Background: an optimization exercise with open tools, aiming at small area and a short achievable clock period. Do not read the settings as production practice.
Only simulation tests tie the RTL to the original design; equivalence was not proved.
No activity file was given, so power comes from the tool's default toggle rates.

==> design.v <==
`default_nettype none
`default_nettype wire
`default_nettype none
package cache_pkg;
	localparam int BYTE_OFF_BITS = $clog2(32 / 8);
	localparam int WORD_IDX_BITS = $clog2(4);
	localparam int TAG_BITS = 32 - WORD_IDX_BITS - BYTE_OFF_BITS;
	typedef struct packed {
		logic [TAG_BITS-1:0] tag;
		logic [WORD_IDX_BITS-1:0] word_idx;
		logic [BYTE_OFF_BITS-1:0] byte_off;
	} addr_fields_t;
	typedef union packed {
		logic [32-1:0] raw;
		addr_fields_t fields;
	} addr_t;
	typedef logic [32-1:0] data_t;
	typedef logic [TAG_BITS-1:0] tag_t;
	typedef logic [WORD_IDX_BITS-1:0] word_idx_t;
	typedef logic [8-1:0] hitcnt_t;
	typedef logic [8-1:0] line_mask_t;
endpackage
`default_nettype wire
`default_nettype none
module line_match (
	input wire [cache_pkg::TAG_BITS-1:0] line_tag,
	input wire live,
	input wire [cache_pkg::TAG_BITS-1:0] tag,
	output logic hit
);
	assign hit = live && (line_tag == tag);
endmodule
module tag_match (
	input wire [8-1:0][cache_pkg::TAG_BITS-1:0] tags,
	input wire [8-1:0] live,
	input wire [cache_pkg::TAG_BITS-1:0] tag,
	output logic [8-1:0] hit,
	output logic any
);
	for (genvar i = 0; i < 8; i++) begin : g_line
		line_match u_match (.line_tag(tags[i]), .live(live[i]), .tag(tag), .hit(hit[i]));
	end
	assign any = |hit;
endmodule
`default_nettype wire
`default_nettype none
module word_mux (
	input wire [8*4-1:0][32-1:0] words,
	input wire [8*4-1:0] sel,
	output logic [32-1:0] q
);
	always_comb begin
		q = '0;
		for (int j = 0; j < 8*4; j++)
			q = q | ({32{sel[j]}} & words[j]);
	end
endmodule
`default_nettype wire
`default_nettype none
module hybrid_cache (
	input wire clk,
	input wire reset_n,
	input wire [32-1:0] dcache_rdaddr,
	input wire dcache_rdreq,
	output logic [32-1:0] dcache_out,
	output logic dcache_out_valid,
	output logic dcache_rd_ready,
	input wire [32-1:0] dcache_wraddr,
	input wire dcache_wrreq,
	input wire [32-1:0] dcache_in,
	output logic dcache_wr_ready,
	input wire [32-1:0] icache_rdaddr,
	input wire icache_rdreq,
	output logic [32-1:0] icache_out,
	output logic icache_out_valid,
	output logic icache_rd_ready,
	output logic [32-1:0] mem_addr,
	output logic [32-1:0] mem_in,
	input wire [32-1:0] mem_out,
	input wire mem_out_valid,
	output logic mem_wrreq,
	output logic mem_rdreq
);
	localparam int NL = 8;
	localparam int NW = 4;
	localparam int DW = 32;
	localparam int TW = cache_pkg::TAG_BITS;
	localparam int HW = 8;
	logic [NL*NW-1:0][DW-1:0] words;
	logic [NL-1:0][TW-1:0] tags;
	logic [NL-1:0][HW-1:0] hitcnt;
	logic [NL-1:0] valid;
	logic [NL-1:0] live;
	logic [NL-1:0] dirty;
	logic busy;
	logic s1, wb, rr, rw, dn;
	logic [1:0] cnt;
	logic [NL-1:0] victim_r;
	logic [TW-1:0] fill_tag;
	logic [DW-1:0] rd_q;
	logic [DW-1:0] ird_q;
	wire [TW-1:0] d_rd_tag = dcache_rdaddr[31:4];
	wire [TW-1:0] d_wr_tag = dcache_wraddr[31:4];
	wire [TW-1:0] i_rd_tag = icache_rdaddr[31:4];
	wire [1:0] d_rd_word = dcache_rdaddr[3:2];
	wire [1:0] d_wr_word = dcache_wraddr[3:2];
	wire [1:0] i_rd_word = icache_rdaddr[3:2];
	logic [NL-1:0] d_rd_hit, d_wr_hit, i_rd_hit;
	logic d_rd_any, d_wr_any, i_rd_any;
	tag_match u_d_rd_match (.tags(tags), .live(live), .tag(d_rd_tag), .hit(d_rd_hit), .any(d_rd_any));
	tag_match u_d_wr_match (.tags(tags), .live(live), .tag(d_wr_tag), .hit(d_wr_hit), .any(d_wr_any));
	tag_match u_i_rd_match (.tags(tags), .live(live), .tag(i_rd_tag), .hit(i_rd_hit), .any(i_rd_any));
	assign dcache_rd_ready = d_rd_any;
	assign dcache_wr_ready = d_wr_any;
	assign icache_rd_ready = i_rd_any;
	wire d_rd_en = dcache_rdreq && dcache_rd_ready;
	wire i_rd_en = icache_rdreq && icache_rd_ready;
	wire d_rd_miss = !busy && dcache_rdreq && !d_rd_any;
	wire d_wr_miss = !busy && dcache_wrreq && !d_wr_any;
	wire i_rd_miss = !busy && icache_rdreq && !i_rd_any;
	wire any_miss = d_rd_miss || d_wr_miss || i_rd_miss;
	logic [3:0][HW-1:0] c1;
	logic [3:0] w1;
	logic [1:0][HW-1:0] c2;
	logic [1:0][1:0] w2;
	logic [2:0] vidx;
	logic [NL-1:0] victim;
	always_comb begin
		for (int i = 0; i < 4; i++) begin
			w1[i] = hitcnt[2*i+1] < hitcnt[2*i];
			c1[i] = w1[i] ? hitcnt[2*i+1] : hitcnt[2*i];
		end
		for (int i = 0; i < 2; i++) begin
			w2[i][1] = c1[2*i+1] < c1[2*i];
			w2[i][0] = w2[i][1] ? w1[2*i+1] : w1[2*i];
			c2[i] = w2[i][1] ? c1[2*i+1] : c1[2*i];
		end
		vidx[2] = c2[1] < c2[0];
		vidx[1:0] = vidx[2] ? w2[1] : w2[0];
		victim = NL'(1) << vidx;
	end
	wire victim_dirty = |(victim_r & dirty);
	always_ff @(posedge clk or negedge reset_n) begin
		if (!reset_n) begin
			busy <= 1'b0;
			s1 <= 1'b0;
			wb <= 1'b0;
			rr <= 1'b0;
			rw <= 1'b0;
			dn <= 1'b0;
		end else begin
			s1 <= any_miss;
			if (any_miss)
				busy <= 1'b1;
			if (dn)
				busy <= 1'b0;
			wb <= (s1 && victim_dirty) || (wb && (cnt != 2'd3));
			rr <= (s1 && !victim_dirty) || (wb && (cnt == 2'd3)) ||
				(rw && mem_out_valid && (cnt != 2'd3));
			rw <= rr || (rw && !mem_out_valid);
			dn <= rw && mem_out_valid && (cnt == 2'd3);
		end
	end
	always_ff @(posedge clk) begin
		if (s1)
			cnt <= 2'd0;
		else if (wb || (rw && mem_out_valid))
			cnt <= cnt + 2'd1;
		if (!busy) begin
			victim_r <= victim;
			if (d_rd_miss)
				fill_tag <= d_rd_tag;
			else if (d_wr_miss)
				fill_tag <= d_wr_tag;
			else
				fill_tag <= i_rd_tag;
		end
	end
	always_ff @(posedge clk or negedge reset_n) begin
		if (!reset_n) begin
			valid <= '0;
			live <= '0;
			dirty <= '0;
			hitcnt <= '0;
		end else begin
			if (any_miss)
				live <= '0;
			else if (dn)
				live <= valid;
			for (int i = 0; i < NL; i++) begin
				logic [1:0] inc;
				logic [HW:0] sum;
				inc = 2'(dcache_rdreq && d_rd_hit[i]) +
					2'(dcache_wrreq && d_wr_hit[i]) +
					2'(icache_rdreq && i_rd_hit[i]);
				sum = {1'b0, hitcnt[i]} + {{(HW-1){1'b0}}, inc};
				if (s1 && victim_r[i]) begin
					hitcnt[i] <= '0;
					dirty[i] <= 1'b0;
					valid[i] <= 1'b1;
				end else begin
					hitcnt[i] <= sum[HW] ? {HW{1'b1}} : sum[HW-1:0];
					if (dcache_wrreq && d_wr_hit[i])
						dirty[i] <= 1'b1;
				end
			end
		end
	end
	wire [DW-1:0] wdata = busy ? mem_out : dcache_in;
	always_ff @(posedge clk) begin
		for (int i = 0; i < NL; i++) begin
			for (int k = 0; k < NW; k++) begin
				if ((dcache_wrreq && d_wr_hit[i] && (d_wr_word == 2'(k))) ||
					(rw && mem_out_valid && victim_r[i] && (cnt == 2'(k))))
					words[i*NW+k] <= wdata;
			end
			if (dn && victim_r[i])
				tags[i] <= fill_tag;
		end
	end
	logic [DW-1:0] r_mux, i_mux;
	logic [NL*NW-1:0] r_sel, i_sel;
	always_comb begin
		for (int i = 0; i < NL; i++)
			for (int k = 0; k < NW; k++) begin
				r_sel[i*NW+k] = busy ? (victim_r[i] && (cnt == 2'(k))) : (d_rd_hit[i] && (d_rd_word == 2'(k)));
				i_sel[i*NW+k] = i_rd_hit[i] && (i_rd_word == 2'(k));
			end
	end
	word_mux u_r_mux (.words(words), .sel(r_sel), .q(r_mux));
	word_mux u_i_mux (.words(words), .sel(i_sel), .q(i_mux));
	always_ff @(posedge clk) begin
		rd_q <= r_mux;
		ird_q <= i_mux;
	end
	always_ff @(posedge clk or negedge reset_n) begin
		if (!reset_n) begin
			dcache_out_valid <= 1'b0;
			icache_out_valid <= 1'b0;
			mem_wrreq <= 1'b0;
			mem_rdreq <= 1'b0;
		end else begin
			dcache_out_valid <= d_rd_en;
			icache_out_valid <= i_rd_en;
			mem_wrreq <= wb;
			mem_rdreq <= rr;
		end
	end
	logic [TW-1:0] victim_tag;
	always_comb begin
		victim_tag = '0;
		for (int i = 0; i < NL; i++)
			if (victim_r[i])
				victim_tag = victim_tag | tags[i];
	end
	assign dcache_out = rd_q;
	assign icache_out = ird_q;
	assign mem_in = rd_q;
	assign mem_addr = {mem_wrreq ? victim_tag : fill_tag, mem_wrreq ? cnt - 2'd1 : cnt, 2'b00};
endmodule
`default_nettype wire
==> flow/run.sh <==
#!/bin/bash
# The standard layout, with tighter setup repair, chosen port buffers and
# smaller clock buffers; each tool's output goes to the logs under orfs/logs
set -euo pipefail
cat flow/extra.mk >> config.mk
bash standard.sh > standard.log 2>&1
==> flow/extra.mk <==
export SETUP_SLACK_MARGIN = 6.6
export BUFFER_PORTS_ARGS = -buffer_cell sky130_fd_sc_hd__buf_1
export CTS_ARGS = -sink_clustering_enable -repair_clock_nets -buf_list sky130_fd_sc_hd__clkbuf_16 -sink_clustering_size 20 -sink_clustering_max_diameter 100 -dont_use_dummy_load
==> standard.sh <==
#!/bin/bash
# synth_recipe.tcl (not shown) runs the flow's synth.tcl, then flattens the netlist and writes it again
# the make line also repeats each setting of config.mk as NAME=value (left out here)
make -C /OpenROAD-flow-scripts/flow DESIGN_CONFIG=/design/flow/config.mk WORK_HOME=/design/flow/orfs CLKGATE_MAP_FILE= SYNTH_SCRIPT=/design/flow/synth_recipe.tcl "${@:-finish}"
==> config.mk <==
export PLATFORM = sky130hd
export DESIGN_NAME = hybrid_cache
export DESIGN_NICKNAME = hybrid_cache
export VERILOG_FILES = /design/flow/design.v
export SDC_FILE = /design/flow/constraint.sdc
export NUM_CORES = 4
export LEC_CHECK = 0
export CAP_MARGIN = 10
export CORE_MARGIN = 2
export CORE_UTILIZATION = 48
export SLEW_MARGIN = 10
export SYNTH_HIERARCHICAL = 1
export SYNTH_MINIMUM_KEEP_SIZE = 0
export SETUP_SLACK_MARGIN = 6.6
export BUFFER_PORTS_ARGS = -buffer_cell sky130_fd_sc_hd__buf_1
export CTS_ARGS = -sink_clustering_enable -repair_clock_nets -buf_list sky130_fd_sc_hd__clkbuf_16 -sink_clustering_size 20 -sink_clustering_max_diameter 100 -dont_use_dummy_load
==> constraint.sdc <==
create_clock -name core_clock -period 14.0 [get_ports {clk}]
set_input_delay 2.8000 -clock core_clock [delete_from_list [all_inputs] [get_ports {clk}]]
set_output_delay 2.8000 -clock core_clock [all_outputs]
set_load 0.01 [all_outputs]
==> run notes, run 1 <==
outcome finished clean; total grt overflow 0; Synth area leaders edfxtp_1 (56%), a22oi_1 (11%), xor2_1 (5.9%); DIE HEIGHT 382 µm; Final min period 7.64 ns; main combinational cell family by area after synthesis compound AO/OA/AOI/OAI gates; drt pass-1 iters 8; Reg clk slew, reported paths 0.07 ns; worst setup margin 6.36 ns; initial antenna violation count 25; Top Ports 301; Mapped Area 68600 µm²; Die ar. 146000 µm²; largest net degree at the start of global routing 68; Bufs on Longest Clock Path 3; Compound-Gate Fraction of Synth Area 0.151; Post-synth ARST share 0.0677; Post-Synth Simple-Gate Area 0.0832; core area 142000 µm²; H-tree lvl count 3; Seq pwr share 0.505; RePlAce Congestion 0.913; multiplexer share of the synthesized area 0.0137; Slew Viols, Final 0; Pleak 24.3 nW; Synth Register Bits 1448; clock network fraction of total power 0.222; WL per Instance 35.9 µm; post-route ant nets 0; EDFF count, synth 1284; PD cells 145 nW/µm²; Final Hold Slack 0.462 ns; Slew @ Worst Pin 1.20 ns; post-layout util 0.535; port bufs 292; placed cells 7125; post-synthesis adder-cell area fraction 0.0173; maxcap violations 0; final setup fails 0; routed vias 51414; Rel. slew slack 0.198; worst-path cell chain buf_12, buf_6, xor2_2, nor4_4, nand4_1, nor4_4, nor4_2, nand2_2, buf_6; Switching Share 0.345; CTS tree done; xor/xnor share of the synthesized area 0.0895; worst-path fanout max 3; Area growth, synth to finish 10.6%; final worst path period share 0.546; area leader, netlist edfxtp_1; vias in the first global route 48702; Mean Syn Cell Area 13.3 µm²; clk_skew 0.0801 ns; Data arrival, critical path 4.84 ns; Die X 382 µm; cell with the most instances after synthesis edfxtp_1; Cell Int Power 7.20 mW; fraction of layout cells with a size suffix above 1 0.106; drt drc 0; Final #Nets 5609; row cnt 138; first-pass GRT wire length 359000 µm; Worst VDD drop 0.171 mV; Worst Path Required 11.20 ns; WL final 260000 µm; pre-CTS setup slack 5.12 ns; slowest cell on the critical path nor4_4; RSZ-0062 raised after global routing yes; Hold Path Class register to register; clock tree root buffer cell clkbuf_16; Finished Layout Cells 7257; synth cell count leaders edfxtp_1 (1284), a22oi_1 (1029), xor2_1 (461), nand4_1 (340), xnor2_1 (240); WHS Path Cells 0; Global Route Usage Sum 0.345; endpoint type of the worst setup path primary output; kind of critical path primary input to primary output; Initial Util 0.484; ys flop type edfxtp_1; initial DRC count 8568; top cell type's share of synthesized area 0.562; CTS sink cnt 1448; Fmax 0.131 GHz; P_sw 3.80 mW; worst r2r path cells 20; vias per inst 7.08; yosys warns 8; crit path launch type primary input; number of buffers created by CTS 84; setup TNS 0 ns; Comb pwr share 0.273; clock latency (worst-skew pair) 0.73 ns; Netlist cell types 57; register area share after synthesis 0.617; final hold vios 0; post-DP HPWL 150000 µm; Gate Count Post-Synth 5147; Slowest Stage Delay on Critical Path 0.47 ns
worst max-delay path: cells and delay by family:
| family | cells | cell delay [ns] |
|---|---|---|
| xor gates and xnor gates | 1 | 0.19 |
| buffers and inverters | 3 | 0.36 |
| and+or+nand+nor | 5 | 1.47 |
power groups by stage:
stage / clock network (mW) / registers [mW] / logic (mW)
2_1_floorplan: 0 / 5.60 / 1.60
3_3_place_gp: 0 / 5.63 / 2.81
5_1_grt: 2.60 / 5.59 / 3.09
6_report: 2.45 / 5.56 / 3.00
4_1_cts: 2.46 / 5.55 / 2.87
3_5_place_dp: 0 / 5.64 / 2.83
layout make-up:
class | count | area (µm²)
Fill cell | 11822 | 65900
Sequential cell | 1448 | 42300
Multi-Input combinational cell | 3297 | 26200
Timing Repair Buffer | 440 | 2510
Tap cell | 1890 | 2360
Clock buffer | 84 | 2100
Inverter | 87 | 327
Antenna cell | 11 | 27.5
registers in the layout, indices dropped and copies added (netlist names), 2 cells and up:
name and cells:
cnt 2, valid 8, ird_q 32, words 1024, rd_q 32, tags 224
live 8, victim_r 8, fill_tag 28, dirty 8, hitcnt 64
metal layers:
metal / track usage / wire length (µm) / vias to the layer above
li1: - / - / 20899
met1: 0.468 / 99100 / 25795
met2: 0.512 / 112000 / 3844
met3: 0.0926 / 33300 / 858
met4: 0.174 / 15300 / 18
met5: 0.000331 / 90 / -
Yosys stat by module (local to each module, per instance):
module	flip-flops and latches	cell area (µm²)
tag_match	0	16.3
hybrid_cache	1448	50300
line_match	0	312
word_mux	0	5380
metrics by stage:
| stage | total power, mW | area [µm²] |
|---|---|---|
| final | 11.0 | 75900 |
| after global routing | 11.3 | 75900 |
| after CTS | 10.9 | 75500 |
| after detailed placement | 8.47 | 72100 |
| after global placement | 8.44 | 72100 |
| after floorplan | 7.20 | 68600 |
placed cells by master, fill, tap and decap left out, types with 57 or more instances in the layout:
cell	n
o21ai_4	64
clkbuf_16	84
dfrtp_1	96
inv_1	86
buf_1	229
nand4_1	340
or4_1	64
a22oi_1	1029
nor2_1	101
mux2i_1	57
a21oi_1	90
dfxtp_1	66
xor2_1	449
nor4_4	57
buf_4	153
ha_1	69
xnor2_1	240
nand2_1	124
nand3_1	76
edfxtp_1	1284
final timing paths:
path                              endpoint              start  slack, ns
min                              mem_wrreq                 wb       0.46
max in group asynchronous        mem_wrreq            reset_n      10.57
max                        dcache_wr_ready  dcache_wraddr[11]       6.36
max reg2reg                    victim_r[1]         hitcnt[50]       8.34
min reg2reg                      mem_wrreq                 wb       0.46
min in group asynchronous       hitcnt[27]            reset_n       2.08
logic make-up (layout without fill, tap and decap cells):
logic type	Yosys count	in the layout
other	1	13
DFF	1448	1448
buffers and inverters	403	611
xor gates and xnor gates	701	701
muxes	90	90
AOI/OAI and AO/OA	1429	1429
and+or+nand+nor	990	990
adders and majority gates	85	85
what timing repair did:
item,CTS,global route
setup endpoints to repair,3,3
hold buffers,0,0
buffers inserted,25,11
resized for setup,221,49
hold endpoints to repair,0,0
pin swaps,53,42
cloned,1,0
==> inputs of run 2 (changes only) <==
--- a/design.v
+++ b/design.v
@@ -24,5 +24,17 @@
 `default_nettype none
+module g_xor2 (input wire a, input wire b, output logic y);
+	assign y = a ^ b;
+endmodule
+module g_nor2 (input wire a, input wire b, output logic y);
+	assign y = !(a || b);
+endmodule
+module g_nand2 (input wire a, input wire b, output logic y);
+	assign y = !(a && b);
+endmodule
+module g_or2 (input wire a, input wire b, output logic y);
+	assign y = a || b;
+endmodule
 module line_match (
 	input wire [cache_pkg::TAG_BITS-1:0] line_tag,
-	input wire live,
+	input wire live_n,
 	input wire [cache_pkg::TAG_BITS-1:0] tag,
@@ -30,3 +42,23 @@
 );
-	assign hit = live && (line_tag == tag);
+	logic [27:0] x;    
+	logic [13:0] e2;   
+	logic [6:0] d4;    
+	logic [3:0] e8;    
+	logic [1:0] d16;   
+	for (genvar j = 0; j < 28; j++) begin : g_x
+		g_xor2 u (.a(line_tag[j]), .b(tag[j]), .y(x[j]));
+	end
+	for (genvar j = 0; j < 14; j++) begin : g_e2
+		g_nor2 u (.a(x[2*j]), .b(x[2*j+1]), .y(e2[j]));
+	end
+	for (genvar j = 0; j < 7; j++) begin : g_d4
+		g_nand2 u (.a(e2[2*j]), .b(e2[2*j+1]), .y(d4[j]));
+	end
+	for (genvar j = 0; j < 3; j++) begin : g_e8
+		g_nor2 u (.a(d4[2*j]), .b(d4[2*j+1]), .y(e8[j]));
+	end
+	g_nor2 u_e8_3 (.a(d4[6]), .b(live_n), .y(e8[3]));
+	g_nand2 u_d16_0 (.a(e8[0]), .b(e8[1]), .y(d16[0]));
+	g_nand2 u_d16_1 (.a(e8[2]), .b(e8[3]), .y(d16[1]));
+	g_nor2 u_hit (.a(d16[0]), .b(d16[1]), .y(hit));
 endmodule
@@ -39,6 +71,13 @@
 );
+	logic [3:0] n2;
+	logic [1:0] o4;
 	for (genvar i = 0; i < 8; i++) begin : g_line
-		line_match u_match (.line_tag(tags[i]), .live(live[i]), .tag(tag), .hit(hit[i]));
-	end
-	assign any = |hit;
+		line_match u_match (.line_tag(tags[i]), .live_n(!live[i]), .tag(tag), .hit(hit[i]));
+	end
+	for (genvar i = 0; i < 4; i++) begin : g_n2
+		g_nor2 u (.a(hit[2*i]), .b(hit[2*i+1]), .y(n2[i]));
+	end
+	g_nand2 u_o4_0 (.a(n2[0]), .b(n2[1]), .y(o4[0]));
+	g_nand2 u_o4_1 (.a(n2[2]), .b(n2[3]), .y(o4[1]));
+	g_or2 u_any (.a(o4[0]), .b(o4[1]), .y(any));
 endmodule
--- a/flow/extra.mk
+++ b/flow/extra.mk
@@ -1,2 +1,2 @@
-export SETUP_SLACK_MARGIN = 6.6
+export SETUP_SLACK_MARGIN = 7.5
 export BUFFER_PORTS_ARGS = -buffer_cell sky130_fd_sc_hd__buf_1
--- a/config.mk
+++ b/config.mk
@@ -7,9 +7,9 @@
 export LEC_CHECK = 0
-export CAP_MARGIN = 10
+export CAP_MARGIN = 20
 export CORE_MARGIN = 2
-export CORE_UTILIZATION = 48
-export SLEW_MARGIN = 10
+export CORE_UTILIZATION = 42
+export SLEW_MARGIN = 20
 export SYNTH_HIERARCHICAL = 1
 export SYNTH_MINIMUM_KEEP_SIZE = 0
-export SETUP_SLACK_MARGIN = 6.6
+export SETUP_SLACK_MARGIN = 7.5
 export BUFFER_PORTS_ARGS = -buffer_cell sky130_fd_sc_hd__buf_1
==> run notes, run 2 <==
outcome finished clean; setup TNS 0 ns; Finished Layout Cells 8032; leading cell type in the layout, fill and taps excluded edfxtp_1; routed vias 53048; core area 165000 µm²; synth cell count leaders edfxtp_1 (1284), a22oi_1 (1029), xor2_1 (678), nor2_1 (574), nand2_1 (351); Initial Util 0.423; CTS sink cnt 1448; total grt overflow 0; CTS tree done; Comb pwr share 0.271; final worst path period share 0.507; register area share after synthesis 0.608; PD cells 142 nW/µm²; top cell type's share of synthesized area 0.553; area leader, netlist edfxtp_1; Synth area leaders edfxtp_1 (55%), a22oi_1 (11%), xor2_1 (8.5%); RePlAce Congestion 0.896; commonest non-fill, non-tap cells in the layout edfxtp_1 (1284), a22oi_1 (1029), xor2_1 (667); Switching Share 0.345; initial DRC count 8596; Regs by FF count words x1024, tags x224, hitcnt x64; first-pass GRT wire length 359000 µm; final hold vios 0; largest net degree at the start of global routing 69; hold_buf cts 0; Slew @ Worst Pin 1.24 ns; Top Ports 301; Mapped Area 69700 µm²; maxcap violations 0; drt drc 0; Final min period 7.10 ns; post-DP HPWL 147000 µm; clock tree root buffer cell clkbuf_16; Gate Count Post-Synth 5617; Bufs on Longest Clock Path 3; drt pass-1 iters 8; kind of critical path primary input to primary output; worst setup margin 6.90 ns; yosys warns 8; cell with the most instances after synthesis edfxtp_1; Netlist cell types 59; Reg clk slew, reported paths 0.09 ns; max FFs per register 1024; DIE HEIGHT 411 µm; Worst VDD drop 0.131 mV; Die X 411 µm; RSZ-0062 raised after global routing yes; Rel. slew slack 0.170; port bufs 292; ys flop type edfxtp_1; initial antenna violation count 14; WL final 260000 µm; Final Cell Area 77900 µm²; Area growth, synth to finish 11.8%; Pleak 25.7 nW; pre-CTS setup slack 5.73 ns; Data arrival, critical path 4.30 ns; worst-path fanout max 5; fraction of layout cells with a size suffix above 1 0.117; Global Route Usage Sum 0.296; Hold Path Class register to register; Seq pwr share 0.504; vias per inst 6.60; Final #Nets 6088; Fmax 0.141 GHz; placed cell area 73500 µm²; WL per Instance 32.3 µm; Mean Syn Cell Area 12.4 µm²; row cnt 149; placed cells 7890; final setup fails 0; Final Hold Slack 0.395 ns; number of buffers created by CTS 86; clock latency (worst-skew pair) 0.77 ns; endpoint type of the worst setup path primary output; Synth Register Bits 1448; P_sw 3.82 mW; H-tree lvl count 3; Slew Viols, Final 0; vias in the first global route 49465; clk_skew 0.138 ns; EDFF count, synth 1284; Post-synth ARST share 0.0677; Worst Path Required 11.20 ns; Cell Int Power 7.25 mW; largest reg by FF count words; crit path launch type primary input; clock network fraction of total power 0.225; Die ar. 169000 µm²; post-route ant nets 0
==> run 2: cell types whose count changed after synthesis, moves of 3 or more <==
cell / before / now
nor2_1: 101 / 574
nand2_1: 126 / 351
xnor2_1: 240 / 22
xor2_1: 461 / 678
nor4_1: 104 / 1
nand4_1: 340 / 270
nand3_1: 76 / 50
nor3_1: 49 / 25
nor4_2: 24 / 0
inv_1: 86 / 108
a21oi_1: 90 / 85
o21ai_0: 115 / 118
or2_1: 0 / 3
==> run 2: repair_timing <==
action / 4_1_cts / 5_1_grt
setup buffers: 26 / 11
resized for setup: 375 / 209
cloned: 4 / 7
pin swaps: 114 / 160
endpoints found under the setup margin: 8 / 3
==> run 2: worst paths after layout <==
path / endpoint / cells after the start / startpoint / slack, ns
min: mem_rdreq / 0 / rr / 0.40
max: icache_rd_ready / 12 / icache_rdaddr[15] / 6.90
max in group asynchronous: busy / 2 / reset_n / 10.58
max reg2reg: victim_r[3] / 17 / hitcnt[42] / 8.35
min in group asynchronous: hitcnt[60] / 1 / reset_n / 2.05
min reg2reg: mem_rdreq / 0 / rr / 0.40
==> run 2: worst max-delay path: stages <==
cell and delay (ns):
buf_12 0.11, xor2_1 0.16, nor2_1 0.19, nand2_1 0.14
nor2_4 0.14, nand2_4 0.11, nor2_4 0.14, buf_6 0.13
nor2_2 0.04, nand2_1 0.05, or2_4 0.16, buf_6 0.11
==> run 2: logic make-up (layout without fill, tap and decap cells) <==
logic type               count (synthesis)  in the layout  share of synthesized area
flip-flops                            1448           1448                      0.608
XOR/XNOR                               700            700                     0.0880
other                                    1             10                  0.0000538
buffers and inverters                  424            641                     0.0288
multiplexers                            89             89                     0.0134
AO/OA/AOI/OAI                         1431           1431                      0.149
AND/OR/NAND/NOR                       1439           1439                     0.0959
adder cells (fa/ha/maj)                 85             85                     0.0170
==> run 2: Yosys stat by module, one instance, submodules excluded, a selection <==
module / cells / cell area, µm² / copies in the design / flip-flops and latches
hybrid_cache: 2692 / 50300 / 1 / 1448
word_mux: 768 / 5380 / 2 / 0
tag_match: 8 / 30.0 / 3 / 0
g_xor2: 1 / 8.76 / 672 / 0
g_nor2: 1 / 3.75 / 468 / 0
g_nand2: 1 / 3.75 / 222 / 0
==> run 2: final cells by class <==
| type | instances | area (µm²) |
|---|---|---|
| Timing Repair Buffer | 446 | 3230 |
| Fill cell | 14573 | 86900 |
| Tap cell | 2189 | 2740 |
| Antenna cell | 8 | 20.0 |
| Sequential cell | 1448 | 42300 |
| Clock buffer | 86 | 2150 |
| Inverter | 109 | 409 |
| Multi-Input combinational cell | 3746 | 27000 |
==> run 2: metal layers <==
metal | global-route usage | vias to the layer above | share of wire
met2 | 0.451 | 3920 | 0.44
met4 | 0.134 | 10 | 0.052
li1 | - | 21868 | -
met1 | 0.399 | 26500 | 0.38
met3 | 0.0731 | 750 | 0.13
met5 | 0 | - | 0.00026
==> run 2: power by group through the flow <==
stage	Sequential (mW)	Clock (mW)	Combinational, mW
floorplan	5.60	0	1.62
global placement	5.65	0	2.81
detailed placement	5.67	0	2.84
CTS	5.57	2.51	2.87
global route	5.61	2.64	3.10
finish	5.58	2.48	3.00
==> run 2: through the flow <==
step	total power, mW	util
6_report	11.1	0.473
2_1_floorplan	7.22	-
3_3_place_gp	8.46	0.446
4_1_cts	11.0	0.467
5_1_grt	11.4	0.473
3_5_place_dp	8.51	0.446
==> inputs of run 3 (changes only) <==
--- a/design.v
+++ b/design.v
@@ -66,3 +66,3 @@
 	input wire [8-1:0][cache_pkg::TAG_BITS-1:0] tags,
-	input wire [8-1:0] live,
+	input wire [8-1:0] live_n,
 	input wire [cache_pkg::TAG_BITS-1:0] tag,
@@ -74,3 +74,3 @@
 	for (genvar i = 0; i < 8; i++) begin : g_line
-		line_match u_match (.line_tag(tags[i]), .live_n(!live[i]), .tag(tag), .hit(hit[i]));
+		line_match u_match (.line_tag(tags[i]), .live_n(live_n[i]), .tag(tag), .hit(hit[i]));
 	end
@@ -85,2 +85,30 @@
 `default_nettype none
+module g_aoi222 (input wire a0, input wire a1, input wire b0, input wire b1,
+		input wire c0, input wire c1, output logic y);
+	assign y = !((a0 && a1) || (b0 && b1) || (c0 && c1));
+endmodule
+module g_nand4 (input wire a, input wire b, input wire c, input wire d, output logic y);
+	assign y = !(a && b && c && d);
+endmodule
+module g_or3 (input wire a, input wire b, input wire c, output logic y);
+	assign y = a || b || c;
+endmodule
+module bit_mux (
+	input wire [31:0] d,
+	input wire [31:0] sel,
+	output logic q
+);
+	logic [11:0] z;
+	logic [2:0] o;
+	for (genvar j = 0; j < 10; j++) begin : g_t
+		g_aoi222 u (.a0(d[3*j]), .a1(sel[3*j]), .b0(d[3*j+1]), .b1(sel[3*j+1]),
+			.c0(d[3*j+2]), .c1(sel[3*j+2]), .y(z[j]));
+	end
+	g_nand2 u_t10 (.a(d[30]), .b(sel[30]), .y(z[10]));
+	g_nand2 u_t11 (.a(d[31]), .b(sel[31]), .y(z[11]));
+	g_nand4 u_o0 (.a(z[0]), .b(z[1]), .c(z[2]), .d(z[3]), .y(o[0]));
+	g_nand4 u_o1 (.a(z[4]), .b(z[5]), .c(z[6]), .d(z[7]), .y(o[1]));
+	g_nand4 u_o2 (.a(z[8]), .b(z[9]), .c(z[10]), .d(z[11]), .y(o[2]));
+	g_or3 u_q (.a(o[0]), .b(o[1]), .c(o[2]), .y(q));
+endmodule
 module word_mux (
@@ -90,6 +118,8 @@
 );
-	always_comb begin
-		q = '0;
-		for (int j = 0; j < 8*4; j++)
-			q = q | ({32{sel[j]}} & words[j]);
+	for (genvar b = 0; b < 32; b++) begin : g_bit
+		logic [31:0] d;
+		for (genvar j = 0; j < 32; j++) begin : g_d
+			assign d[j] = words[j][b];
+		end
+		bit_mux u_bit (.d(d), .sel(sel), .q(q[b]));
 	end
@@ -131,3 +161,3 @@
 	logic [NL-1:0] valid;
-	logic [NL-1:0] live;
+	logic [NL-1:0] live_n;
 	logic [NL-1:0] dirty;
@@ -148,5 +178,5 @@
 	logic d_rd_any, d_wr_any, i_rd_any;
-	tag_match u_d_rd_match (.tags(tags), .live(live), .tag(d_rd_tag), .hit(d_rd_hit), .any(d_rd_any));
-	tag_match u_d_wr_match (.tags(tags), .live(live), .tag(d_wr_tag), .hit(d_wr_hit), .any(d_wr_any));
-	tag_match u_i_rd_match (.tags(tags), .live(live), .tag(i_rd_tag), .hit(i_rd_hit), .any(i_rd_any));
+	tag_match u_d_rd_match (.tags(tags), .live_n(live_n), .tag(d_rd_tag), .hit(d_rd_hit), .any(d_rd_any));
+	tag_match u_d_wr_match (.tags(tags), .live_n(live_n), .tag(d_wr_tag), .hit(d_wr_hit), .any(d_wr_any));
+	tag_match u_i_rd_match (.tags(tags), .live_n(live_n), .tag(i_rd_tag), .hit(i_rd_hit), .any(i_rd_any));
 	assign dcache_rd_ready = d_rd_any;
@@ -220,3 +250,3 @@
 			valid <= '0;
-			live <= '0;
+			live_n <= '1;
 			dirty <= '0;
@@ -225,5 +255,5 @@
 			if (any_miss)
-				live <= '0;
+				live_n <= '1;
 			else if (dn)
-				live <= valid;
+				live_n <= ~valid;
 			for (int i = 0; i < NL; i++) begin
==> run notes, run 3 <==
Synth Register Bits 1448; WL per Instance 33.9 µm; number of buffers created by CTS 84; row cnt 146; cell with the most instances after synthesis edfxtp_1; worst setup margin 6.89 ns; xor/xnor share of the synthesized area 0.0911; kind of critical path primary input to primary output; Post-Synth Simple-Gate Area 0.0998; Hold Path Class register to register; Worst VDD drop 0.161 mV; clk_skew 0.0955 ns; RePlAce Congestion 0.888; clock latency (worst-skew pair) 0.74 ns; multiplexer share of the synthesized area 0.0126; Synth area leaders edfxtp_1 (57%), a222oi_1 (9.5%), xor2_1 (8.8%); Mapped Area 67300 µm²; main combinational cell family by area after synthesis compound AO/OA/AOI/OAI gates; vias in the first global route 49110; drt drc 0; fraction of layout cells with a size suffix above 1 0.125; hold_sp wb; post-DP HPWL 146000 µm; Compound-Gate Fraction of Synth Area 0.136; total grt overflow 0; P_sw 3.86 mW; Reg clk slew, reported paths 0.10 ns; Regs by FF count words x1024, tags x224, hitcnt x64; final setup fails 0; placed cell area 71900 µm²; Mean Syn Cell Area 13.2 µm²; WHS Path Cells 0; WL final 257000 µm; vias per inst 6.78; leading cell type in the layout, fill and taps excluded edfxtp_1; Pleak 25.5 nW; worst-path cell chain buf_6, xor2_1, nor2_2, nand2_1, nor2_2, nand2_2, nor2_4, nor2_1, nand2_1, or2_4, buf_6; commonest non-fill, non-tap cells in the layout edfxtp_1 (1284), xor2_1 (667), a222oi_1 (640); largest reg by FF count words; Slew Viols, Final 0; register area share after synthesis 0.629; RR Startpoint hitcnt[34]; PD cells 146 nW/µm²; ys flop type edfxtp_1; Fmax 0.141 GHz; Final Hold Slack 0.430 ns; RSZ-0062 raised after global routing yes; core area 159000 µm²; DIE HEIGHT 404 µm; Finished Layout Cells 7573; Netlist cell types 57; endpoint type of the worst setup path primary output; Reg-to-Reg End victim_r[1]; Bufs on Longest Clock Path 3; pre-CTS setup slack 5.63 ns; slowest cell on the critical path nor2_2; Post-synth ARST share 0.0677; Top Ports 301; final worst path period share 0.508; worst hold endpoint mem_wrreq; yosys warns 7; Power, Total 11.1 mW; routed vias 51376; Final Cell Area 76200 µm²; Comb pwr share 0.281; maxcap violations 0; initial antenna violation count 30; worst-path fanout max 9; Global Route Usage Sum 0.302; Final #Nets 5744; post-synthesis adder-cell area fraction 0.0176; Rel. slew slack 0.140; first-pass GRT wire length 352000 µm; Die ar. 163000 µm²; max FFs per register 1024; port bufs 292; Worst Path Required 11.20 ns; worst r2r path cells 18; Data arrival, critical path 4.31 ns; Final min period 7.11 ns; EDFF count, synth 1284; Slowest Stage Delay on Critical Path 0.19 ns; Die X 404 µm; drt pass-1 iters 15; outcome finished clean; post-layout util 0.480; final hold vios 0; post-route ant nets 0; area leader, netlist edfxtp_1; Cell Int Power 7.28 mW; top cell type's share of synthesized area 0.573; clock tree root buffer cell clkbuf_16; largest net degree at the start of global routing 69; synth cell count leaders edfxtp_1 (1284), xor2_1 (677), a222oi_1 (640), nor2_1 (561), nand2_1 (494); setup TNS 0 ns; Seq pwr share 0.500; Switching Share 0.346; Gate Count Post-Synth 5091; H-tree lvl count 3; Worst R2R Setup Slack 8.10 ns; Area growth, synth to finish 13.2%; Initial Util 0.424; crit path launch type primary input; Slew @ Worst Pin 1.29 ns; initial DRC count 11136; CTS tree done; placed cells 7432; clock network fraction of total power 0.219; CTS sink cnt 1448
run 3: cell types whose count changed after synthesis, sizes merged, moves of 7 or more:
cell / delta
a222oi: +640
a22oi: -1024
buf: -93
clkbuf: -98
dfrtp: -8
dfstp: +8
inv: -22
mux2i: -7
nand2: +143
nand4: -64
nor2: -13
o21ai: +8
or3: +65
or4: -64
run 3: layout make-up:
type                    instances  area, µm²
inverters                      87        327
repair buffers                439       3090
clock buffers                  84       2100
fillers                     13739      82600
multi-input cells            3433      25700
well taps                    2072       2590
diodes                         10       25.0
flip-flops and latches       1448      42300
run 3: layer usage:
| layer | routed length (µm) | GRT usage |
|---|---|---|
| met3 | 35400 | 0.0847 |
| met5 | 80 | 0 |
| met4 | 15100 | 0.162 |
| met1 | 92500 | 0.387 |
| met2 | 114000 | 0.465 |
run 3: how the worst max path moves through the flow:
stage,to,from,slack (ns),cells after the start
after floorplan,icache_rd_ready,icache_rdaddr[25],7.52,9
after global placement,icache_rd_ready,icache_rdaddr[27],5.68,11
after detailed placement,icache_rd_ready,icache_rdaddr[27],5.63,11
after CTS,dcache_rd_ready,dcache_rdaddr[14],6.91,11
after global routing,icache_rd_ready,icache_rdaddr[5],6.87,11
final,icache_rd_ready,icache_rdaddr[5],6.89,11
run 3: kinds of logic (layout without fill, tap and decap cells):
logic type	count (synthesis)	after routing
other	1	12
AOI/OAI and AO/OA	1055	1055
and+or+nand+nor	1510	1510
xor gates and xnor gates	700	700
muxes	81	81
adders and majority gates	85	85
DFF	1448	1448
buffers and inverters	211	610
run 3: per-module statistics from Yosys (local to each module, per instance), excerpt:
| module | copies in the design | cell area (µm²) |
|---|---|---|
| g_aoi222 | 640 | 10.0 |
| g_xor2 | 672 | 8.76 |
| g_or2 | 3 | 6.26 |
| g_nor2 | 468 | 3.75 |
| g_or3 | 64 | 6.26 |
| hybrid_cache | 1 | 50300 |
| g_nand2 | 350 | 3.75 |
| g_nand4 | 192 | 6.26 |
run 3: timing repair:
item,4_1_cts,5_1_grt
hold endpoints to repair,0,0
pin swaps,72,174
setup buffers,21,16
setup endpoints to repair,3,3
cloned,1,7
hold buffers,0,0
gates resized for setup,313,268
run 3: power groups by stage:
stage	sequential, mW	clock (mW)	combinational (mW)
after floorplan	5.60	0	1.66
after CTS	5.58	2.46	2.96
final	5.57	2.44	3.13
after detailed placement	5.68	0	2.94
after global placement	5.66	0	2.91
after global routing	5.60	2.60	3.22
run 3: critical path, delay by kind of cell:
kind	cells	cell delay, ns
AND/OR/NAND/NOR	8	1.09
XOR/XNOR	1	0.18
buffers and inverters	2	0.24
==> inputs of run 4 (changes only) <==
--- a/config.mk
+++ b/config.mk
@@ -7,6 +7,6 @@
 export LEC_CHECK = 0
-export CAP_MARGIN = 20
+export CAP_MARGIN = 10
 export CORE_MARGIN = 2
 export CORE_UTILIZATION = 42
-export SLEW_MARGIN = 20
+export SLEW_MARGIN = 10
 export SYNTH_HIERARCHICAL = 1
==> run notes, run 4 <==
RSZ-0062 raised after global routing yes; core area 159000 µm²; final hold vios 0; fraction of layout cells with a size suffix above 1 0.123; yosys warns 7; outcome finished clean; WL per Instance 33.8 µm; clock tree root buffer cell clkbuf_16; post-route ant nets 0; Slew Viols, Final 0; total grt overflow 0; Rel. slew slack 0.131; Sequential Area 42300 µm²; final setup fails 0; hold_buf cts 0; Worst R2R Setup Slack 8.17 ns; routed vias 51042; synth cell count leaders edfxtp_1 (1284), xor2_1 (677), a222oi_1 (640), nor2_1 (561), nand2_1 (494); Die ar. 163000 µm²; origin of the worst setup path dcache_rdaddr[14]; drt drc 0; H-tree lvl count 3; setup TNS 0 ns; Fillers 13769; largest net degree at the start of global routing 69; port bufs 292; crit path launch type primary input; endpoint type of the worst setup path primary output; area leader, netlist edfxtp_1; register area share after synthesis 0.629; WL final 256000 µm; Hold Path Class register to register; Reg-to-Reg End victim_r[1]; Synth Register Bits 1448; kind of critical path primary input to primary output; CP Capture Point dcache_rd_ready; Netlist cell types 57; Final min period 7.11 ns; vias in the first global route 49247; Regs by FF count words x1024, tags x224, hitcnt x64; area of the multi-input gates 25700 µm²; clk_skew 0.0967 ns; number of buffers created by CTS 84; Data arrival, critical path 4.31 ns; CTS tree done; Mapped Area 67300 µm²; ys flop type edfxtp_1; final worst path period share 0.508; Initial Util 0.424; Reg clk slew, reported paths 0.09 ns; top cell type's share of synthesized area 0.573; Synth area leaders edfxtp_1 (57%), a222oi_1 (9.5%), xor2_1 (8.8%); Slew @ Worst Pin 1.30 ns; post-DP HPWL 146000 µm; first-pass GRT wire length 351000 µm; DIE HEIGHT 404 µm; Pleak 25.3 nW; Area growth, synth to finish 12.6%; Bufs on Longest Clock Path 3; Post-synth ARST share 0.0677; Finished Layout Cells 7564; Worst VDD drop 0.112 mV; drt pass-1 iters 13; worst r2r path cells 18; clock latency (worst-skew pair) 0.76 ns; CTS sink cnt 1448; row cnt 146; cell with the most instances after synthesis edfxtp_1; Worst Path Required 11.20 ns; Global Route Usage Sum 0.302; worst-path fanout max 8; Die X 404 µm; RR Startpoint hitcnt[34]; Top Ports 301; Final #Nets 5733; leading cell type in the layout, fill and taps excluded edfxtp_1; initial DRC count 11029; initial antenna violation count 26; placed cells 7432; RePlAce Congestion 0.888; PD cells 147 nW/µm²; largest reg by FF count words; Fmax 0.141 GHz; Gate Count Post-Synth 5091; maxcap violations 0; vias per inst 6.75; EDFF count, synth 1284; max FFs per register 1024; Mean Syn Cell Area 13.2 µm²; commonest non-fill, non-tap cells in the layout edfxtp_1 (1284), xor2_1 (663), a222oi_1 (640)
## run 4: worst min-delay path by stage
stage / start / end / slack (ns) / cells past startpoint
floorplan: rr / mem_rdreq / 0.36 / 0
global placement: wb / mem_wrreq / 0.41 / 0
detailed placement: wb / mem_wrreq / 0.41 / 0
CTS: wb / mem_wrreq / 0.43 / 0
global route: wb / mem_wrreq / 0.44 / 0
finish: wb / mem_wrreq / 0.43 / 0
## run 4: power by group
group          switching, mW  total (mW)  internal [mW]  leakage (nW)
clock                   1.38        2.45           1.07          1.04
combinational           2.22        3.09          0.871          10.9
sequential             0.261        5.59           5.33          13.4
total                   3.86        11.1           7.27          25.3
## run 4: layout make-up
| class | instances | share of cell area |
|---|---|---|
| Inverter | 87 | 0.00431 |
| Tap cell | 2072 | 0.0342 |
| Clock buffer | 84 | 0.0277 |
| Timing Repair Buffer | 428 | 0.0360 |
| Antenna cell | 12 | 0.000396 |
| Multi-Input combinational cell | 3433 | 0.339 |
| Sequential cell | 1448 | 0.559 |
## run 4: stage by stage
step           power, mW  instance area [µm²]  hold slack (ns)  setup slack [ns]   util
6_report            11.1                75800            0.434              6.89  0.478
5_1_grt             11.4                75800            0.442              6.91  0.477
4_1_cts             11.0                75100            0.431              6.92  0.473
2_1_floorplan       7.26                67300            0.355              7.52      -
3_3_place_gp        8.57                71900            0.406              5.68  0.453
3_5_place_dp        8.61                71900            0.411              5.61  0.453
## run 4: cell families after synthesis
| group | Yosys count | share of synthesized area |
|---|---|---|
| compound gates | 1055 | 0.136 |
| other cells | 1 | 0.0000557 |
| buf+inv | 211 | 0.0139 |
| fa+ha+maj | 85 | 0.0176 |
| xor+xnor | 700 | 0.0911 |
| simple gates | 1510 | 0.0998 |
| mux | 81 | 0.0126 |
| flops | 1448 | 0.629 |
## run 4: layer usage
metal  vias to the layer above  wire length, µm  GRT usage
li1                      21161                -          -
met4                        14            15200      0.163
met5                         -               80          0
met1                     25223            93600      0.388
met3                       759            34200     0.0862
met2                      3885           113000      0.460
## run 4: Yosys stat by module (local to each module, per instance), a selection
module,times used,area (µm²),cells inside,flops+latches
g_or3,64,6.26,1,0
g_or2,3,6.26,1,0
g_xor2,672,8.76,1,0
hybrid_cache,1,50300,2702,1448
g_nand2,350,3.75,1,0
g_aoi222,640,10.0,1,0
g_nand4,192,6.26,1,0
g_nor2,468,3.75,1,0
## run 4: what timing repair did
item | in CTS | in global routing
gates resized for setup | 316 | 212
pin swaps | 68 | 141
buffers inserted | 25 | 9
cloned | 0 | 2
endpoints found under the setup margin | 3 | 3
## run 4: critical path, cell delays in order
cell     delay [ns]
buf_12         0.12
xor2_1         0.16
nor2_2         0.19
nand2_1        0.16
nor2_2         0.17
nand2_2        0.12
nor2_4         0.17
nor2_1         0.06
nand2_1        0.07
or2_4          0.17
buf_6          0.12
==> inputs of run 5 (changes only) <==
--- a/design.v
+++ b/design.v
@@ -36,2 +36,11 @@
 endmodule
+module g_nor3 (input wire a, input wire b, input wire c, output logic y);
+	assign y = !(a || b || c);
+endmodule
+module g_nand3 (input wire a, input wire b, input wire c, output logic y);
+	assign y = !(a && b && c);
+endmodule
+module g_inv (input wire a, output logic y);
+	assign y = !a;
+endmodule
 module line_match (
@@ -40,9 +49,8 @@
 	input wire [cache_pkg::TAG_BITS-1:0] tag,
-	output logic hit
+	output logic miss_n
 );
 	logic [27:0] x;    
-	logic [13:0] e2;   
-	logic [6:0] d4;    
-	logic [3:0] e8;    
-	logic [1:0] d16;   
+	logic [9:0] e;     
+	logic [3:0] d;     
+	logic [1:0] f;     
 	for (genvar j = 0; j < 28; j++) begin : g_x
@@ -50,15 +58,13 @@
 	end
-	for (genvar j = 0; j < 14; j++) begin : g_e2
-		g_nor2 u (.a(x[2*j]), .b(x[2*j+1]), .y(e2[j]));
+	for (genvar j = 0; j < 9; j++) begin : g_e
+		g_nor3 u (.a(x[3*j]), .b(x[3*j+1]), .c(x[3*j+2]), .y(e[j]));
 	end
-	for (genvar j = 0; j < 7; j++) begin : g_d4
-		g_nand2 u (.a(e2[2*j]), .b(e2[2*j+1]), .y(d4[j]));
-	end
-	for (genvar j = 0; j < 3; j++) begin : g_e8
-		g_nor2 u (.a(d4[2*j]), .b(d4[2*j+1]), .y(e8[j]));
-	end
-	g_nor2 u_e8_3 (.a(d4[6]), .b(live_n), .y(e8[3]));
-	g_nand2 u_d16_0 (.a(e8[0]), .b(e8[1]), .y(d16[0]));
-	g_nand2 u_d16_1 (.a(e8[2]), .b(e8[3]), .y(d16[1]));
-	g_nor2 u_hit (.a(d16[0]), .b(d16[1]), .y(hit));
+	g_nor2 u_e9 (.a(x[27]), .b(live_n), .y(e[9]));
+	g_nand3 u_d0 (.a(e[0]), .b(e[1]), .c(e[2]), .y(d[0]));
+	g_nand3 u_d1 (.a(e[3]), .b(e[4]), .c(e[5]), .y(d[1]));
+	g_nand2 u_d2 (.a(e[6]), .b(e[7]), .y(d[2]));
+	g_nand2 u_d3 (.a(e[8]), .b(e[9]), .y(d[3]));
+	g_nor2 u_f0 (.a(d[0]), .b(d[1]), .y(f[0]));
+	g_nor2 u_f1 (.a(d[2]), .b(d[3]), .y(f[1]));
+	g_nand2 u_m (.a(f[0]), .b(f[1]), .y(miss_n));
 endmodule
@@ -71,13 +77,11 @@
 );
-	logic [3:0] n2;
-	logic [1:0] o4;
+	logic [8-1:0] miss_n;
+	logic [1:0] o;
 	for (genvar i = 0; i < 8; i++) begin : g_line
-		line_match u_match (.line_tag(tags[i]), .live_n(live_n[i]), .tag(tag), .hit(hit[i]));
-	end
-	for (genvar i = 0; i < 4; i++) begin : g_n2
-		g_nor2 u (.a(hit[2*i]), .b(hit[2*i+1]), .y(n2[i]));
+		line_match u_match (.line_tag(tags[i]), .live_n(live_n[i]), .tag(tag), .miss_n(miss_n[i]));
+		g_inv u_hit (.a(miss_n[i]), .y(hit[i]));
 	end
-	g_nand2 u_o4_0 (.a(n2[0]), .b(n2[1]), .y(o4[0]));
-	g_nand2 u_o4_1 (.a(n2[2]), .b(n2[3]), .y(o4[1]));
-	g_or2 u_any (.a(o4[0]), .b(o4[1]), .y(any));
+	g_nand4 u_o0 (.a(miss_n[0]), .b(miss_n[1]), .c(miss_n[2]), .d(miss_n[3]), .y(o[0]));
+	g_nand4 u_o1 (.a(miss_n[4]), .b(miss_n[5]), .c(miss_n[6]), .d(miss_n[7]), .y(o[1]));
+	g_or2 u_any (.a(o[0]), .b(o[1]), .y(any));
 endmodule
@@ -184,7 +188,7 @@
 	assign icache_rd_ready = i_rd_any;
-	wire d_rd_en = dcache_rdreq && dcache_rd_ready;
-	wire i_rd_en = icache_rdreq && icache_rd_ready;
-	wire d_rd_miss = !busy && dcache_rdreq && !d_rd_any;
-	wire d_wr_miss = !busy && dcache_wrreq && !d_wr_any;
-	wire i_rd_miss = !busy && icache_rdreq && !i_rd_any;
+	wire d_rd_en = dcache_rdreq && (|d_rd_hit);
+	wire i_rd_en = icache_rdreq && (|i_rd_hit);
+	wire d_rd_miss = !busy && dcache_rdreq && !(|d_rd_hit);
+	wire d_wr_miss = !busy && dcache_wrreq && !(|d_wr_hit);
+	wire i_rd_miss = !busy && icache_rdreq && !(|i_rd_hit);
 	wire any_miss = d_rd_miss || d_wr_miss || i_rd_miss;
--- a/config.mk
+++ b/config.mk
@@ -7,6 +7,6 @@
 export LEC_CHECK = 0
-export CAP_MARGIN = 10
+export CAP_MARGIN = 20
 export CORE_MARGIN = 2
 export CORE_UTILIZATION = 42
-export SLEW_MARGIN = 10
+export SLEW_MARGIN = 20
 export SYNTH_HIERARCHICAL = 1
==> run notes, run 5 <==
routed vias 50165; Fmax 0.139 GHz; hold_buf cts 0; initial antenna violation count 27; Seq pwr share 0.496; WL per Instance 32.6 µm; Pleak 25.7 nW; Final #Nets 5556; synth cell count leaders edfxtp_1 (1284), xor2_1 (677), a222oi_1 (640), nand2_1 (317), nor3_2 (216); number of buffers created by CTS 84; Top Ports 301; worst-path fanout max 9; Finished Layout Cells 7481; maxcap violations 0; Die ar. 165000 µm²; post-DP HPWL 145000 µm; Reg-to-Reg End victim_r[1]; CTS tree done; setup TNS 0 ns; Initial Util 0.423; ys flop type edfxtp_1; fraction of layout cells with a size suffix above 1 0.167; final hold vios 0; Rel. slew slack 0.217; Synth Register Bits 1448; largest net degree at the start of global routing 66; Area growth, synth to finish 13.5%; Mapped Area 67800 µm²; Final Cell Area 77000 µm²; endpoint type of the worst setup path primary output; Final min period 7.17 ns; Mean Syn Cell Area 14.0 µm²; final worst path period share 0.512; core area 161000 µm²; clock tree root buffer cell clkbuf_16; commonest non-fill, non-tap cells in the layout edfxtp_1 (1284), xor2_1 (655), a222oi_1 (640); DIE HEIGHT 406 µm; outcome finished clean; leading cell type in the layout, fill and taps excluded edfxtp_1; RePlAce Congestion 0.918; origin of the worst setup path dcache_rdaddr[9]; Slew @ Worst Pin 1.17 ns; worst r2r path cells 20; clk_skew 0.107 ns; post-route ant nets 0; row cnt 147; Regs by FF count words x1024, tags x224, hitcnt x64; max FFs per register 1024; CP Capture Point dcache_rd_ready; Slew Viols, Final 0; Worst R2R Setup Slack 8.25 ns; register area share after synthesis 0.624; top cell type's share of synthesized area 0.568; WL final 244000 µm; Data arrival, critical path 4.37 ns; area leader, netlist edfxtp_1; CTS sink cnt 1448; cell with the most instances after synthesis edfxtp_1; Switching Share 0.349; clock network fraction of total power 0.217; H-tree lvl count 3; RR Startpoint hitcnt[1]; final setup fails 0; vias per inst 6.71; Comb pwr share 0.286; Die X 406 µm; drt drc 0; total grt overflow 0; crit path launch type primary input; largest reg by FF count words; Reg clk slew, reported paths 0.09 ns; PD cells 146 nW/µm²; Synth area leaders edfxtp_1 (57%), a222oi_1 (9.4%), xor2_1 (8.7%); port bufs 292; Netlist cell types 60; Cell Int Power 7.30 mW; first-pass GRT wire length 338000 µm; clock latency (worst-skew pair) 0.75 ns; yosys warns 7; Gate Count Post-Synth 4848; Worst VDD drop 0.107 mV; initial DRC count 9415; Bufs on Longest Clock Path 3; P_sw 3.92 mW; placed cells 7278; vias in the first global route 47885; Hold Path Class register to register; kind of critical path primary input to primary output; EDFF count, synth 1284; Post-synth ARST share 0.0677; Global Route Usage Sum 0.284; placed cell area 72600 µm²; drt pass-1 iters 12; Worst Path Required 11.20 ns; RSZ-0062 raised after global routing yes
==> run 5: cell count changes after synthesis, sizes merged, moves of 2 or more <==
cell,before,now
nor4,0,4
inv,86,112
nor2,561,192
a31oi,31,33
clkbuf,73,76
nand3,52,100
nand4,206,214
nor3b,7,4
o21ai,130,100
nand2,494,317
nor3,25,240
and2,50,48
a21oi,91,119
==> run 5: cell type report <==
| type | instances | area [µm²] |
|---|---|---|
| fill | 14053 | 83500 |
| sequential | 1448 | 42300 |
| multi-input combinational | 3164 | 26100 |
| timing repair buffer | 495 | 3310 |
| tap | 2160 | 2700 |
| clock buffer | 84 | 2100 |
| inverter | 112 | 433 |
| antenna | 18 | 45.0 |
==> run 5: Yosys stat by module (local to each module, per instance), excerpt <==
module	flip-flops and latches	cell area, µm²	times used	cells
hybrid_cache	1448	50400	1	2711
g_aoi222	0	10.0	640	1
g_nor3	0	10.0	216	1
g_xor2	0	8.76	672	1
g_nand4	0	6.26	198	1
g_or2	0	6.26	3	1
g_or3	0	6.26	64	1
g_nand3	0	5.00	48	1
g_inv	0	3.75	24	1
g_nand2	0	3.75	200	1
g_nor2	0	3.75	72	1
==> run 5: logic make-up (layout without fill, tap and decap cells) <==
kind of cell	Yosys count	count (layout)	synth area share
mux	81	81	0.0125
flops	1448	1448	0.624
buf+inv	238	691	0.0153
compound gates	1059	1059	0.135
xor+xnor	700	700	0.0904
other cells	1	20	0.0000553
fa+ha+maj	85	85	0.0174
simple gates	1236	1237	0.105
==> run 5: power groups by stage <==
stage	Combinational, mW	Sequential, mW	Clock, mW
CTS	3.07	5.56	2.46
floorplan	1.68	5.61	0
finish	3.21	5.56	2.44
global placement	3.01	5.63	0
global route	3.31	5.60	2.60
detailed placement	3.05	5.65	0
==> run 5: worst min-delay path by stage <==
| stage | startpoint | end | slack (ns) | depth (start not counted) |
|---|---|---|---|---|
| final | wb | mem_wrreq | 0.47 | 0 |
| after global routing | wb | mem_wrreq | 0.48 | 0 |
| after CTS | wb | mem_wrreq | 0.47 | 0 |
| after detailed placement | wb | mem_wrreq | 0.41 | 0 |
| after global placement | wb | mem_wrreq | 0.41 | 0 |
| after floorplan | rr | mem_rdreq | 0.36 | 0 |
==> run 5: critical path, stage by stage <==
cell and delay, ns:
buf_8 0.13, xor2_1 0.17, nor3_2 0.31, nand3_2 0.18, nor2_4 0.22, nand2_1 0.12
nand4_1 0.14, or2_4 0.18, buf_6 0.11
==> run 5: through the flow <==
| stage | power, mW | worst slack, ns | util | hold slack, ns |
|---|---|---|---|---|
| after floorplan | 7.29 | 7.64 | - | 0.355 |
| after global placement | 8.64 | 6.11 | 0.452 | 0.408 |
| after detailed placement | 8.70 | 6.11 | 0.452 | 0.414 |
| after CTS | 11.1 | 6.91 | 0.473 | 0.465 |
| after global routing | 11.5 | 6.87 | 0.480 | 0.475 |
| final | 11.2 | 6.83 | 0.480 | 0.467 |
==> run 5: layer usage <==
| layer | up-vias | track usage | wire length (µm) |
|---|---|---|---|
| met5 | - | 0 | 156 |
| met4 | 28 | 0.150 | 14300 |
| met3 | 587 | 0.0582 | 27800 |
| met2 | 3453 | 0.438 | 110000 |
| met1 | 25247 | 0.379 | 91900 |
| li1 | 20850 | - | - |
==> run 5: what timing repair did <==
action | CTS | global route
endpoints found under the hold margin | 0 | 0
resized for setup | 249 | 215
pin swaps | 80 | 114
cloned | 1 | 3
endpoints found under the setup margin | 3 | 114
setup buffers | 64 | 33
==> inputs of run 6 (changes only) <==
--- a/config.mk
+++ b/config.mk
@@ -7,6 +7,6 @@
 export LEC_CHECK = 0
-export CAP_MARGIN = 20
+export CAP_MARGIN = 10
 export CORE_MARGIN = 2
 export CORE_UTILIZATION = 42
-export SLEW_MARGIN = 20
+export SLEW_MARGIN = 10
 export SYNTH_HIERARCHICAL = 1
==> run notes, run 6 <==
number of buffers created by CTS 84; Regs by FF count words x1024, tags x224, hitcnt x64; Final min period 7.17 ns; outcome finished clean; DR top layer met5; Bufs on Longest Clock Path 3; Worst VDD drop 0.107 mV; EDFF count, synth 1284; maxcap violations 0; initial DRC count 9415; Slew Viols, Final 0; Hold Path Class register to register; Synth Register Bits 1448; WP buf/inv 2; Area growth, synth to finish 13.5%; CTS tree done; WHS Path Cells 0; yosys warns 7; routed vias 50165; Rel. slew slack 0.217; Fillers 14053; Top Ports 301; Fmax 0.139 GHz; Die X 406 µm; Mean Syn Cell Area 14.0 µm²; leading cell type in the layout, fill and taps excluded edfxtp_1; Synth area leaders edfxtp_1 (57%), a222oi_1 (9.4%), xor2_1 (8.7%); delay-heaviest family, CP simple AND/OR/NAND/NOR gates; port bufs 292; final worst path period share 0.512; total grt overflow 0; row cnt 147; clock tree root buffer cell clkbuf_16; H-tree lvl count 3; RSZ-0062 raised after global routing yes; core area 161000 µm²; post-DP HPWL 145000 µm; clock latency (worst-skew pair) 0.75 ns; origin of the worst setup path dcache_rdaddr[9]; Global Route Usage Sum 0.284; metal3 WL 27800 µm; worst r2r path cells 20; worst-path fanout max 9; kind of critical path primary input to primary output; first-pass GRT wire length 338000 µm; slowest cell on the critical path nor3_2; commonest non-fill, non-tap cells in the layout edfxtp_1 (1284), xor2_1 (655), a222oi_1 (640); RePlAce Congestion 0.918; Levels on crit path 9; hold_sp wb; Final #Nets 5556; Worst Path Required 11.20 ns; setup TNS 0 ns; area leader, netlist edfxtp_1; cell with the most instances after synthesis edfxtp_1; PD cells 146 nW/µm²; largest net degree at the start of global routing 66; Gate Count Post-Synth 4848; crit path launch type primary input; WL final 244000 µm; Sequential Area 42300 µm²; Slowest Stage Delay on Critical Path 0.31 ns; final hold vios 0; final setup fails 0; Pleak 25.7 nW; register area share after synthesis 0.624; vias in the first global route 47885; Met2 Wirelength 110000 µm; top cell type's share of synthesized area 0.568; WL per Instance 32.6 µm; fraction of layout cells with a size suffix above 1 0.167; Slew @ Worst Pin 1.17 ns; Mapped Area 67800 µm²; synth cell count leaders edfxtp_1 (1284), xor2_1 (677), a222oi_1 (640), nand2_1 (317), nor3_2 (216); area of the multi-input gates 26100 µm²; Netlist cell types 60; drt pass-1 iters 12; CTS sink cnt 1448; ys flop type edfxtp_1; vias per inst 6.71; drt drc 0; Die ar. 165000 µm²; Reg clk slew, reported paths 0.09 ns; WL met1 91900 µm; clk_skew 0.107 ns; post-route ant nets 0; RR Startpoint hitcnt[1]; endpoint type of the worst setup path primary output; post-layout util 0.480; Initial Util 0.423; Post-synth ARST share 0.0677; DIE HEIGHT 406 µm; largest reg by FF count words; initial antenna violation count 27; Data arrival, critical path 4.37 ns; worst-path cell chain buf_8, xor2_1, nor3_2, nand3_2, nor2_4, nand2_1, nand4_1, or2_4, buf_6; max FFs per register 1024
-- run 6: cell counts after synthesis --
No cell type changed its count.
-- run 6: per-layer routing --
layer,vias up,track usage
met4,28,0.150
met5,-,0
li1,20850,-
met2,3453,0.438
met3,587,0.0582
met1,25247,0.379
-- run 6: per-module statistics from Yosys, one instance, submodules excluded, a selection --
module / flops+latches / times used
hybrid_cache: 1448 / 1
g_aoi222: 0 / 640
g_xor2: 0 / 672
g_nand4: 0 / 198
g_or2: 0 / 3
g_nand2: 0 / 200
-- run 6: cell type report --
class	instances	area share
diodes	18	0.000585
clock buffers	84	0.0273
inverters	112	0.00562
multi-input cells	3164	0.339
flip-flops and latches	1448	0.550
well taps	2160	0.0351
repair buffers	495	0.0430
-- run 6: cells by family (layout without fill, tap and decap cells) --
logic type | count (synthesis) | in the layout | synth area share
AOI/OAI and AO/OA | 1059 | 1059 | 0.135
other | 1 | 20 | 0.0000553
and+or+nand+nor | 1236 | 1237 | 0.105
adders and majority gates | 85 | 85 | 0.0174
xor gates and xnor gates | 700 | 700 | 0.0904
DFF | 1448 | 1448 | 0.624
muxes | 81 | 81 | 0.0125
buffers and inverters | 238 | 691 | 0.0153
-- run 6: final timing paths --
path	end	slack, ns
setup / recovery	dcache_rd_ready	6.83
hold / removal	mem_wrreq	0.47
setup reg to reg	victim_r[1]	8.25
hold reg to reg	mem_wrreq	0.47
max in group asynchronous	mem_wrreq	10.60
min in group asynchronous	hitcnt[8]	2.21
-- run 6: worst register-to-register path, stage by stage, from the launching register on --
cell and delay [ns]:
dfrtp_1 0.44, inv_1 0.07, ha_1 0.29, a2111o_1 0.38, a31oi_2 0.69, mux2i_1 0.36, ha_1 0.29, a21oi_1 0.14
o21ai_0 0.14, o21bai_1 0.23, inv_1 0.20, nand2_1 0.27, o21bai_1 0.31, ha_1 0.28, o21ai_0 0.29, a211oi_1 0.12
a211o_1 0.34, nor2_1 0.14, o221ai_2 0.13, o22a_2 0.24, and3_1 0.17
-- run 6: through the flow --
step                      hold WS (ns)  instance area (µm²)  worst slack [ns]  instances  power (mW)
after floorplan                  0.355                67900              7.64       4849        7.29
after global placement           0.408                72600              6.11       7278        8.64
after detailed placement         0.414                72600              6.11       7278        8.70
after CTS                        0.465                75900              6.91       7427        11.1
after global routing             0.475                77000              6.87       7469        11.5
final                            0.467                77000              6.83       7481        11.2
-- run 6: power breakdown --
| part | switching [mW] | internal [mW] | leakage [nW] |
|---|---|---|---|
| registers | 0.227 | 5.34 | 13.4 |
| clock network | 1.37 | 1.07 | 1.04 |
| logic | 2.32 | 0.893 | 11.3 |
-- run 6: timing repair --
action                                  in CTS  in global routing
buffers inserted                            64                 33
pin swaps                                   80                114
endpoints found under the setup margin       3                114
hold buffers                                 0                  0
gates cloned                                 1                  3
resized for setup                          249                215

==> port drivers added, routing unchanged <==
The flow's constraints put no driver on any port. The routed layouts listed below were extracted and timed again, unchanged, in two steps. Step 1 (the two cells are an assumption about what drives the block):
set clk [get_ports {clk}]
set_driving_cell -lib_cell sky130_fd_sc_hd__clkbuf_16 $clk
set_driving_cell -lib_cell sky130_fd_sc_hd__buf_2 [delete_from_list [all_inputs] $clk]
Step 2 also shifts input and output timing later by t, the mid clock arrival at the registers, as if the neighbouring blocks saw the same clock. Slacks: ideal / step 1 / step 2; pairs: ideal / step 1.
| run | t (ns) | slack for setup (ns) | hold slack, ns | latest minus earliest clock arrival (ns) | cell pins on the clock port's net |
|---|---|---|---|---|---|
| run 1 | 0.776 | 6.362 / 6.311 / 6.311 | 0.462 / 0.462 / 0.462 | 0.097 / 0.097 | 1 |
| run 2 | 0.777 | 6.896 / 6.810 / 6.810 | 0.395 / 0.395 / 0.395 | 0.140 / 0.139 | 1 |
| run 3 | 0.769 | 6.887 / 6.814 / 6.814 | 0.430 / 0.430 / 0.430 | 0.109 / 0.109 | 1 |
| run 4 | 0.780 | 6.895 / 6.842 / 6.842 | 0.434 / 0.434 / 0.434 | 0.108 / 0.108 | 1 |
| run 5 | 0.783 | 6.831 / 6.773 / 6.210 | 0.467 / 0.467 / 0.467 | 0.110 / 0.111 | 1 |
| run 6 | 0.783 | 6.831 / 6.773 / 6.210 | 0.467 / 0.467 / 0.467 | 0.110 / 0.111 | 1 |
After both steps setup and hold are still met in every run listed.
